Context: an optimization exercise on an open-source flow, tuned for small area and a short achievable clock period. The choices shown serve that exercise and are no tape-out recipe. Where RTL was checked, it was by simulation tests only, not by an equivalence proof against the original. No activity file was given, so power comes from the tool's default toggle rates.

Setup of P:
// cpu_top
module cpu_top (
	input  logic                               clk,
	input  logic                               rst,
	input  logic                               inst_valid,
	input  logic [cpu_pkg::word_width-1:0]     inst,
	output logic                               wb_valid,
	output logic [cpu_pkg::reg_addr_width-1:0] wb_reg,
	output logic [cpu_pkg::word_width-1:0]     wb_data,
	output logic                               out_valid,
	output logic [cpu_pkg::word_width-1:0]     out_data,
	output logic                               halted
);
	cpu_pkg::ctrl_t dec_ctrl;
	cpu_pkg::ctrl_t ex_ctrl;
	logic [1:0]  dec_dest;
	logic        dec_a_rd;
	logic        dec_b_rd_rt;
	logic        dec_b_rd_rs;
	logic [15:0] dec_imm;
	logic        dec_fwd_a;
	logic        dec_fwd_b;
	logic [15:0] dec_op_a;
	logic [15:0] dec_op_b;
	logic [15:0] dec_line;
	logic [15:0] ex_op_a;
	logic [15:0] ex_op_b;
	logic        ex_fwd_a;
	logic        ex_fwd_b;
	logic [1:0]  ex_dest;
	logic [15:0] ex_line;
	logic        ex_wr;
	logic [15:0] ex_result;
	control u_control (
		.inst    (inst),
		.ex_wr   (ex_wr),
		.ex_dest (ex_dest),
		.ctrl    (dec_ctrl),
		.dest    (dec_dest),
		.a_rd    (dec_a_rd),
		.b_rd_rt (dec_b_rd_rt),
  ...
Size: about 1300 cells after synthesis, roughly 400 flip-flops.
export LEC_CHECK = 0
export CAP_MARGIN = 20
export CORE_MARGIN = 2
export CORE_UTILIZATION = 65
export CTS_BUF_LIST = sky130_fd_sc_hd__clkbuf_8
export CTS_CLUSTER_DIAMETER = 50
export CTS_CLUSTER_SIZE = 20
export PLACE_DENSITY = 0.75
export SETUP_SLACK_MARGIN = 2.6
export SLEW_MARGIN = 20
create_clock -name core_clock -period 5.5 [get_ports {clk}]
standard.sh (not shown) runs the stock make flow with config.mk's settings and CLKGATE_MAP_FILE= SYNTH_SCRIPT=/design/flow/synth_recipe.tcl, a recipe that flattens the netlist after the stock synthesis.
==> flow/flow/run.sh <==
#!/bin/bash
export CUSTOM_ABC_SCRIPT=$PWD/flow/abc.script
bash standard.sh ADDER_MAP_FILE= "BUFFER_PORTS_ARGS=-buffer_cell sky130_fd_sc_hd__buf_4" "CTS_ARGS=-sink_clustering_enable -repair_clock_nets -buf_list sky130_fd_sc_hd__clkbuf_8 -sink_clustering_size 20 -sink_clustering_max_diameter 50 -dont_use_dummy_load" SYNTH_SCRIPT=$PWD/flow/synth_custom.tcl finish > standard.log 2>&1
==> flow/flow/abc.script <==
&get -n
&st
&dch
&nf -R 30
&put
buffer -c
topo
stime -c
upsize -c
dnsize -c
==> flow/flow/synth_custom.tcl <==
# The standard synthesis script (synth_recipe.tcl), with one change:
# the ABC mapping step uses flow/abc.script in place of ORFS's speed script.
# Registers are mapped before ABC runs, so they are the same as the
# standard synthesis's.
proc synth {args} { yosys synth -nofsm -noshare {*}$args }
proc abc {args} {
  set i [lsearch -exact $args -script]
  if {$i >= 0} { lset args [expr {$i + 1}] $::env(CUSTOM_ABC_SCRIPT) }
  yosys abc {*}$args
}
source $::env(SCRIPTS_DIR)/synth.tcl
# left out here: clear keep_hierarchy, flatten, clean up, hide names made inside functions, write 1_2_yosys.v
P completed end to end with timing, DRC and antenna clean.
Here is what was changed in the inputs of Q compared with P.
--- a/flow/design.v
+++ b/flow/design.v
@@ -39,36 +39,35 @@
 module control (
 	input  logic              [15:0] inst,
 	input  logic                     ex_wr,
 	input  logic              [1:0]  ex_dest,
 	output cpu_pkg::ctrl_t           ctrl,
 	output logic              [1:0]  dest,
+	output logic              [1:0]  b_reg,
 	output logic                     a_rd,
-	output logic                     b_rd_rt,
-	output logic                     b_rd_rs,
+	output logic                     b_rd,
 	output logic              [15:0] imm,
 	output logic                     fwd_a,
 	output logic                     fwd_b
 );
 	logic [1:0] rs;
 	logic [1:0] rt;
 	logic       a_use;
 	logic       b_use;
-	logic       b_swap;
 	logic       a_hit;
-	logic       t_hit;
+	logic       b_hit;
 	logic       imm_lo;
 	logic       imm_sx;
 	logic       imm_hi;
 	assign rs = inst[11:10];
 	assign rt = inst[9:8];
 	always_comb begin
 		ctrl = '0;
 		a_use = 1'b1;
 		b_use = 1'b0;
-		b_swap = 1'b0;
+		b_reg = rt;
 		imm_lo = 1'b0;
 		imm_sx = 1'b0;
 		imm_hi = 1'b0;
 		case (inst[15:12])
 			cpu_pkg::op_adi: begin
 				imm_lo = 1'b1;
@@ -107,23 +106,23 @@
 					cpu_pkg::fn_and: ctrl.s_and = 1'b1;
 					cpu_pkg::fn_orr: ctrl.s_or = 1'b1;
 					cpu_pkg::fn_not: begin
 						ctrl.inv = 1'b1;
 						ctrl.s_or = 1'b1;
 						a_use = 1'b0;
-						b_swap = 1'b1;
+						b_reg = rs;
 					end
 					cpu_pkg::fn_tcp: begin
 						ctrl.inv = 1'b1;
 						ctrl.s_sum = 1'b1;
 						a_use = 1'b0;
-						b_swap = 1'b1;
+						b_reg = rs;
 					end
 					cpu_pkg::fn_shl: begin
 						ctrl.s_sum = 1'b1;
-						b_swap = 1'b1;
+						b_reg = rs;
 					end
 					cpu_pkg::fn_shr: ctrl.s_shr = 1'b1;
 					cpu_pkg::fn_wwd: begin
 						ctrl.wr = 1'b0;
 						ctrl.wwd = 1'b1;
 						ctrl.s_sum = 1'b1;
@@ -147,30 +146,28 @@
 			end
 		endcase
 	end
 	assign imm[7:0] = imm_lo ? inst[7:0] : 8'd0;
 	assign imm[15:8] = imm_hi ? inst[7:0] : {8{imm_sx && inst[7]}};
 	assign a_hit = ex_wr && ex_dest == rs;
-	assign t_hit = ex_wr && ex_dest == rt;
+	assign b_hit = ex_wr && ex_dest == b_reg;
 	assign fwd_a = a_use && a_hit;
-	assign fwd_b = b_use && (b_swap ? a_hit : t_hit);
+	assign fwd_b = b_use && b_hit;
 	assign a_rd = a_use && !a_hit;
-	assign b_rd_rt = b_use && !b_swap && !t_hit;
-	assign b_rd_rs = b_use && b_swap && !a_hit;
+	assign b_rd = b_use && !b_hit;
 	assign dest = (inst[15:12] == cpu_pkg::op_rtype) ? inst[7:6] : inst[9:8];
 endmodule
 `default_nettype wire
 `default_nettype none
 module reg_file (
 	input  logic        clk,
 	input  logic        rst,
 	input  logic [1:0]  rs,
-	input  logic [1:0]  rt,
+	input  logic [1:0]  b_reg,
 	input  logic        a_rd,
-	input  logic        b_rd_rt,
-	input  logic        b_rd_rs,
+	input  logic        b_rd,
 	input  logic [15:0] imm,
 	output logic [15:0] rs_data,
 	output logic [15:0] rt_data,
 	input  logic [3:0]  off,
 	input  logic        we_next,
 	input  logic [1:0]  wr_addr_next,
@@ -191,15 +188,15 @@
 			if (rst || (we && wr_addr == 2'(i))) begin
 				regs[i] <= rst ? '0 : wr_data;
 			end
 		end
 	end
 	assign rd_a = (we && wr_addr == rs) ? wr_data : regs[rs];
-	assign rd_b = (we && wr_addr == rt) ? wr_data : regs[rt];
-	assign rs_data = {16{a_rd}} & rd_a;
-	assign rt_data = ({16{b_rd_rt}} & rd_b) | ({16{b_rd_rs}} & rd_a) | imm;
+	assign rd_b = (we && wr_addr == b_reg) ? wr_data : regs[b_reg];
+	assign rs_data = a_rd ? rd_a : '0;
+	assign rt_data = b_rd ? rd_b : imm;
 	assign reg_addr = rd_a[3:0] + off;
 	assign fwd_addr = ex_result[3:0] + off;
 	assign addr = (we_next && wr_addr_next == rs) ? fwd_addr : reg_addr;
 	assign line = 16'd1 << addr;
 endmodule
 `default_nettype wire
@@ -336,15 +333,15 @@
 	output logic [cpu_pkg::word_width-1:0]     out_data,
 	output logic                               halted
 );
 	cpu_pkg::ctrl_t dec_ctrl;
 	cpu_pkg::ctrl_t ex_ctrl;
 	logic [1:0]  dec_dest;
+	logic [1:0]  dec_b_reg;
 	logic        dec_a_rd;
-	logic        dec_b_rd_rt;
-	logic        dec_b_rd_rs;
+	logic        dec_b_rd;
 	logic [15:0] dec_imm;
 	logic        dec_fwd_a;
 	logic        dec_fwd_b;
 	logic [15:0] dec_op_a;
 	logic [15:0] dec_op_b;
 	logic [15:0] dec_line;
@@ -359,27 +356,26 @@
 	control u_control (
 		.inst    (inst),
 		.ex_wr   (ex_wr),
 		.ex_dest (ex_dest),
 		.ctrl    (dec_ctrl),
 		.dest    (dec_dest),
+		.b_reg   (dec_b_reg),
 		.a_rd    (dec_a_rd),
-		.b_rd_rt (dec_b_rd_rt),
-		.b_rd_rs (dec_b_rd_rs),
+		.b_rd    (dec_b_rd),
 		.imm     (dec_imm),
 		.fwd_a   (dec_fwd_a),
 		.fwd_b   (dec_fwd_b)
 	);
 	reg_file u_reg_file (
 		.clk          (clk),
 		.rst          (rst),
 		.rs           (inst[11:10]),
-		.rt           (inst[9:8]),
+		.b_reg        (dec_b_reg),
 		.a_rd         (dec_a_rd),
-		.b_rd_rt      (dec_b_rd_rt),
-		.b_rd_rs      (dec_b_rd_rs),
+		.b_rd         (dec_b_rd),
 		.imm          (dec_imm),
 		.rs_data      (dec_op_a),
 		.rt_data      (dec_op_b),
 		.off          (inst[3:0]),
 		.we_next      (ex_wr),
 		.wr_addr_next (ex_dest),
==> comparison <==
Delta(routed wire length on met2, Q - P) > 0. Q against P: overall power of the completed layout fell 0.047 mW; non-clock buffer count went down by 7. Relative to P, the upper clock frequency limit measured on Q has increased by a few percent. Looking at final design area excluding fillers, Q sits below P. Compared Q vs P, and combinational cell fraction of total power is down in Q. Critical path depth delta for Q relative to P: 1 lower.
For P, only the layout was checked, not whether the RTL still works.

## afterwards: timing with drivers on the ports
Ports are ideal in the flow. The routed layouts listed here were re-timed in OpenROAD. Step 1, drivers: a clkbuf_16 drives clk and a buf_2 each remaining input, both assumed. Step 2 times the ports against the registers' clock, not the clock port: input delays grow and output delays shrink by t, the midpoint of the rising clock arrivals with the driver on. Three values: ideal ports, drivers, drivers and shift; two values: the first two.
| run | t, ns | setup slack, ns | worst setup path at the end | worst data-port slew with drivers (ns) |
|---|---|---|---|---|
| P | 0.581 | 2.335 / 2.335 / 1.989 | input to register | 0.04 |
| Q | 0.584 | 2.520 / 2.496 / 1.912 | input to register | 0.07 |
After both steps every run listed still meets setup and hold. The setup slack of Q, which loses most, moves by -0.024 ns with the drivers and by -0.608 ns with both steps.
